This design comes from an exercise in tuning for a short achievable clock period and few clock cycles per item on the open sky130 flow, not from production work. The RTL was checked by simulation tests, not by an equivalence proof against the original design. The flow treats the clock pin as an ideal source, which a real chip does not have. Power is estimated from default activity; no workload was simulated.

==> module wb_subsys, before the edit <==
module wb_subsys (
	input  logic            clk,
	input  logic            rst_n,
	input  logic            evict_i,
	input  wb_pkg::addr_t   evict_addr_i,
	input  wb_pkg::data_t   evict_data_i,
	output logic            evict_afull_o,
	output wb_pkg::axi_id_t awid_o,
	output wb_pkg::addr_t   awaddr_o,
	output logic            awvalid_o,
	input  logic            awready_i,
	output wb_pkg::axi_id_t wid_o,
	output wb_pkg::data_t   wdata_o,
	output logic            wvalid_o,
	input  logic            wready_i
);
	localparam int AW = wb_pkg::ADDR_W - wb_pkg::OFFSET_W;	 
	localparam int LW = AW + wb_pkg::DATA_W;
	logic [LW-1:0] slot0_q;
	logic [LW-1:0] slot1_q;
	logic          wptr_q;	 
	logic          rptr_q;	 
	logic [1:0]    cnt_q;
	logic          empty_q;	 
	logic [1:0]    wen_q;	 
	logic          afull_q;
	logic          ov_q;
	logic [LW-1:0] o_q;
	logic          rst_q;	 
	logic [LW-1:0] in_line;
	logic [LW-1:0] head;
	logic [LW-1:0] src;
	logic          load;
	logic          push;
	logic          pop;
	logic [1:0]    cnt_d;
	logic          wptr_d;
	assign in_line = {evict_addr_i[wb_pkg::ADDR_W-1:wb_pkg::OFFSET_W], evict_data_i};
	assign head    = rptr_q ? slot1_q : slot0_q;
	assign load = !ov_q || (awready_i && wready_i);
	assign src  = empty_q ? in_line : head;
	assign pop  = load && !empty_q;
	assign push = evict_i && !(load && empty_q);
	always_comb begin
		cnt_d = cnt_q;
		if (push && !pop) cnt_d = cnt_q + 1'b1;
		if (pop && !push) cnt_d = cnt_q - 1'b1;
	end
	assign wptr_d = wptr_q ^ push;
	always_ff @(posedge clk) begin
		if (!rst_n) begin
			wptr_q  <= 1'b0;
			rptr_q  <= 1'b0;
			cnt_q   <= '0;
			empty_q <= 1'b1;
			wen_q   <= 2'b01;
			afull_q <= 1'b0;
			ov_q    <= 1'b0;
		end else begin
			wptr_q  <= wptr_d;
			rptr_q  <= rptr_q ^ pop;
			cnt_q   <= cnt_d;
			empty_q <= (cnt_d == 2'd0);
			wen_q   <= (cnt_d == 2'd2) ? 2'b00 : (wptr_d ? 2'b10 : 2'b01);
			afull_q <= (cnt_d != 2'd0);
			if (load) ov_q <= !empty_q || evict_i;
		end
	end
	always_ff @(posedge clk) begin
		if (wen_q[0]) slot0_q <= in_line;
		if (wen_q[1]) slot1_q <= in_line;
	end
	always_ff @(posedge clk) begin
		rst_q <= rst_n;
	end
	always_ff @(posedge clk) begin
		if (!rst_q) o_q <= '0;
		else if (load) o_q <= src;
	end
	assign evict_afull_o = afull_q;
	assign awvalid_o     = ov_q;
	assign wvalid_o      = ov_q;
	assign awid_o        = wb_pkg::axi_id_t'(o_q[wb_pkg::DATA_W +: 2]);
	assign wid_o         = wb_pkg::axi_id_t'(o_q[wb_pkg::DATA_W +: 2]);
	assign awaddr_o      = {o_q[wb_pkg::DATA_W +: AW], {wb_pkg::OFFSET_W{1'b0}}};
	assign wdata_o       = o_q[wb_pkg::DATA_W-1:0];
endmodule
==> flow/config.mk <==
export PLATFORM = sky130hd
export DESIGN_NAME = wb_subsys
export DESIGN_NICKNAME = wb_subsys
export VERILOG_FILES = /design/flow/design.v
export SDC_FILE = /design/flow/constraint.sdc
export NUM_CORES = 4
export LEC_CHECK = 0
export CAP_MARGIN = 20
export CORE_MARGIN = 2
export CORE_UTILIZATION = 40
export CTS_CLUSTER_DIAMETER = 80
export CTS_CLUSTER_SIZE = 30
export SETUP_SLACK_MARGIN = 3.6
export SLEW_MARGIN = 20
==> flow/constraint.sdc <==
create_clock -name core_clock -period 5.5 [get_ports {clk}]
set_input_delay 1.1000 -clock core_clock [delete_from_list [all_inputs] [get_ports {clk}]]
set_output_delay 1.1000 -clock core_clock [all_outputs]
set_load 0.01 [all_outputs]
standard.sh (not shown) runs the stock make flow with config.mk's settings and CLKGATE_MAP_FILE= SYNTH_SCRIPT=/design/flow/synth_recipe.tcl, a recipe that flattens the netlist after the stock synthesis.
==> flow/flow/run.sh <==
#!/bin/bash
# The standard layout, except that the clock tree built by CTS loses its middle stage and its
# root buffer is split in three, all fed by the clock port (see post_cts.tcl).
set -euo pipefail
here=$(pwd)
export FLOW_NROOT=3
bash standard.sh SKIP_CTS_REPAIR_TIMING=1 POST_CTS_TCL="$here/flow/post_cts.tcl" finish > "$here/orfs_make.log" 2>&1 || {
  tail -40 "$here/orfs_make.log"
  exit 1
}
ls -l out/final.def
Other scripts of this flow, unchanged in this note and not shown: flow/flow/flatten_ctree.tcl, flow/flow/post_cts.tcl, flow/flow/split_root.tcl
The first run passed the timing, DRC and antenna checks.
Testbench counts at the start, summed over its fixed seeds: cycles 16,016, items 16,000.
Rerun with:
--- a/flow/design.v
+++ b/flow/design.v
@@ -38,6 +38,7 @@
 	logic          wptr_q;	 
 	logic          rptr_q;	 
-	logic [1:0]    cnt_q;
-	logic          empty_q;	 
+	logic          c0_q;	 
+	logic          c1_q;	 
+	logic          c2_q;	 
 	logic [1:0]    wen_q;	 
 	logic          afull_q;
@@ -49,26 +50,44 @@
 	logic [LW-1:0] src;
 	logic          load;
-	logic          push;
-	logic          pop;
-	logic [1:0]    cnt_d;
+	logic          c0_l, c1_l, c2_l, c0_h, c1_h, c2_h;	 
+	logic          c0_ls, c1_ls, c2_ls, c0_hs, c1_hs, c2_hs;	 
+	logic          c0_d, c1_d, c2_d;
 	logic          wptr_d;
+	logic          rptr_d;
+	logic          ov_d;
 	assign in_line = {evict_addr_i[wb_pkg::ADDR_W-1:wb_pkg::OFFSET_W], evict_data_i};
 	assign head    = rptr_q ? slot1_q : slot0_q;
 	assign load = !ov_q || (awready_i && wready_i);
-	assign src  = empty_q ? in_line : head;
-	assign pop  = load && !empty_q;
-	assign push = evict_i && !(load && empty_q);
+	assign src  = c0_q ? in_line : head;
+	assign c0_l  = c0_q || c1_q;
+	assign c1_l  = c2_q;
+	assign c2_l  = 1'b0;
+	assign c0_ls = c0_q;
+	assign c1_ls = c1_q || c2_q;
+	assign c2_ls = 1'b0;
+	assign c0_h  = c0_q;
+	assign c1_h  = c1_q;
+	assign c2_h  = c2_q;
+	assign c0_hs = 1'b0;
+	assign c1_hs = c0_q;
+	assign c2_hs = c1_q || c2_q;
 	always_comb begin
-		cnt_d = cnt_q;
-		if (push && !pop) cnt_d = cnt_q + 1'b1;
-		if (pop && !push) cnt_d = cnt_q - 1'b1;
+		case ({load, evict_i})
+			2'b11:   {c0_d, c1_d, c2_d} = {c0_ls, c1_ls, c2_ls};
+			2'b10:   {c0_d, c1_d, c2_d} = {c0_l, c1_l, c2_l};
+			2'b01:   {c0_d, c1_d, c2_d} = {c0_hs, c1_hs, c2_hs};
+			default: {c0_d, c1_d, c2_d} = {c0_h, c1_h, c2_h};
+		endcase
 	end
-	assign wptr_d = wptr_q ^ push;
+	assign wptr_d = wptr_q ^ (evict_i && !c2_q && !(load && c0_q));
+	assign rptr_d = rptr_q ^ (load && !c0_q);
+	assign ov_d   = load ? (!c0_q || evict_i) : 1'b1;
 	always_ff @(posedge clk) begin
 		if (!rst_n) begin
 			wptr_q  <= 1'b0;
 			rptr_q  <= 1'b0;
-			cnt_q   <= '0;
-			empty_q <= 1'b1;
+			c0_q    <= 1'b1;
+			c1_q    <= 1'b0;
+			c2_q    <= 1'b0;
 			wen_q   <= 2'b01;
 			afull_q <= 1'b0;
@@ -76,10 +95,11 @@
 		end else begin
 			wptr_q  <= wptr_d;
-			rptr_q  <= rptr_q ^ pop;
-			cnt_q   <= cnt_d;
-			empty_q <= (cnt_d == 2'd0);
-			wen_q   <= (cnt_d == 2'd2) ? 2'b00 : (wptr_d ? 2'b10 : 2'b01);
-			afull_q <= (cnt_d != 2'd0);
-			if (load) ov_q <= !empty_q || evict_i;
+			rptr_q  <= rptr_d;
+			c0_q    <= c0_d;
+			c1_q    <= c1_d;
+			c2_q    <= c2_d;
+			wen_q   <= c2_d ? 2'b00 : (wptr_d ? 2'b10 : 2'b01);
+			afull_q <= !c0_d;
+			ov_q    <= ov_d;
 		end
 	end
The new run ran to the end with no violations.
Via count decreases by a few percent.
Final cell count came out lower by a few percent.
Sequential cell count does not change.
Global-route usage stays flat.
Final area is about the same.
Total power falls by a little under a tenth.
Die area climbs slightly.
Wire length hardly moves.
Fmax drops by a few percent.
Clock power is about the same.
Testbench counts after the change, summed over its fixed seeds: cycles 16,016, items 16,000.

==> port drivers added, routing unchanged <==
No port has a modelled driver above. Below, the same layouts with a new extraction and two added sets of constraints.
Step 1 sets driving cells, clkbuf_16 on the clock port and buf_2 on the other inputs (assumed; they add their load-dependent delay and slew).
Step 2 moves the port delays by t, midway between the first and last clock arrival at a register: inputs arrive t later, outputs are due t later. That takes back most of the time a late clock gives input paths.
Slacks: no drivers / after step 1 / after step 2; pairs: no drivers / after step 1.
run | t (ns) | setup WS [ns] | worst hold slack (ns) | worst setup path after step 2 | worst slew at a driven data input, ns
the first run | 0.403 | 3.461 / 3.482 / 3.104 | 0.449 / 0.449 / 0.449 | input to register | 0.07
the second run | 0.472 | 3.385 / 3.312 / 3.218 | 0.471 / 0.471 / 0.471 | input to register | 0.07
After both steps setup and hold are still met in every run listed. The setup slack of the first run, which loses most, moves by +0.021 ns with the drivers and by -0.357 ns with both steps.
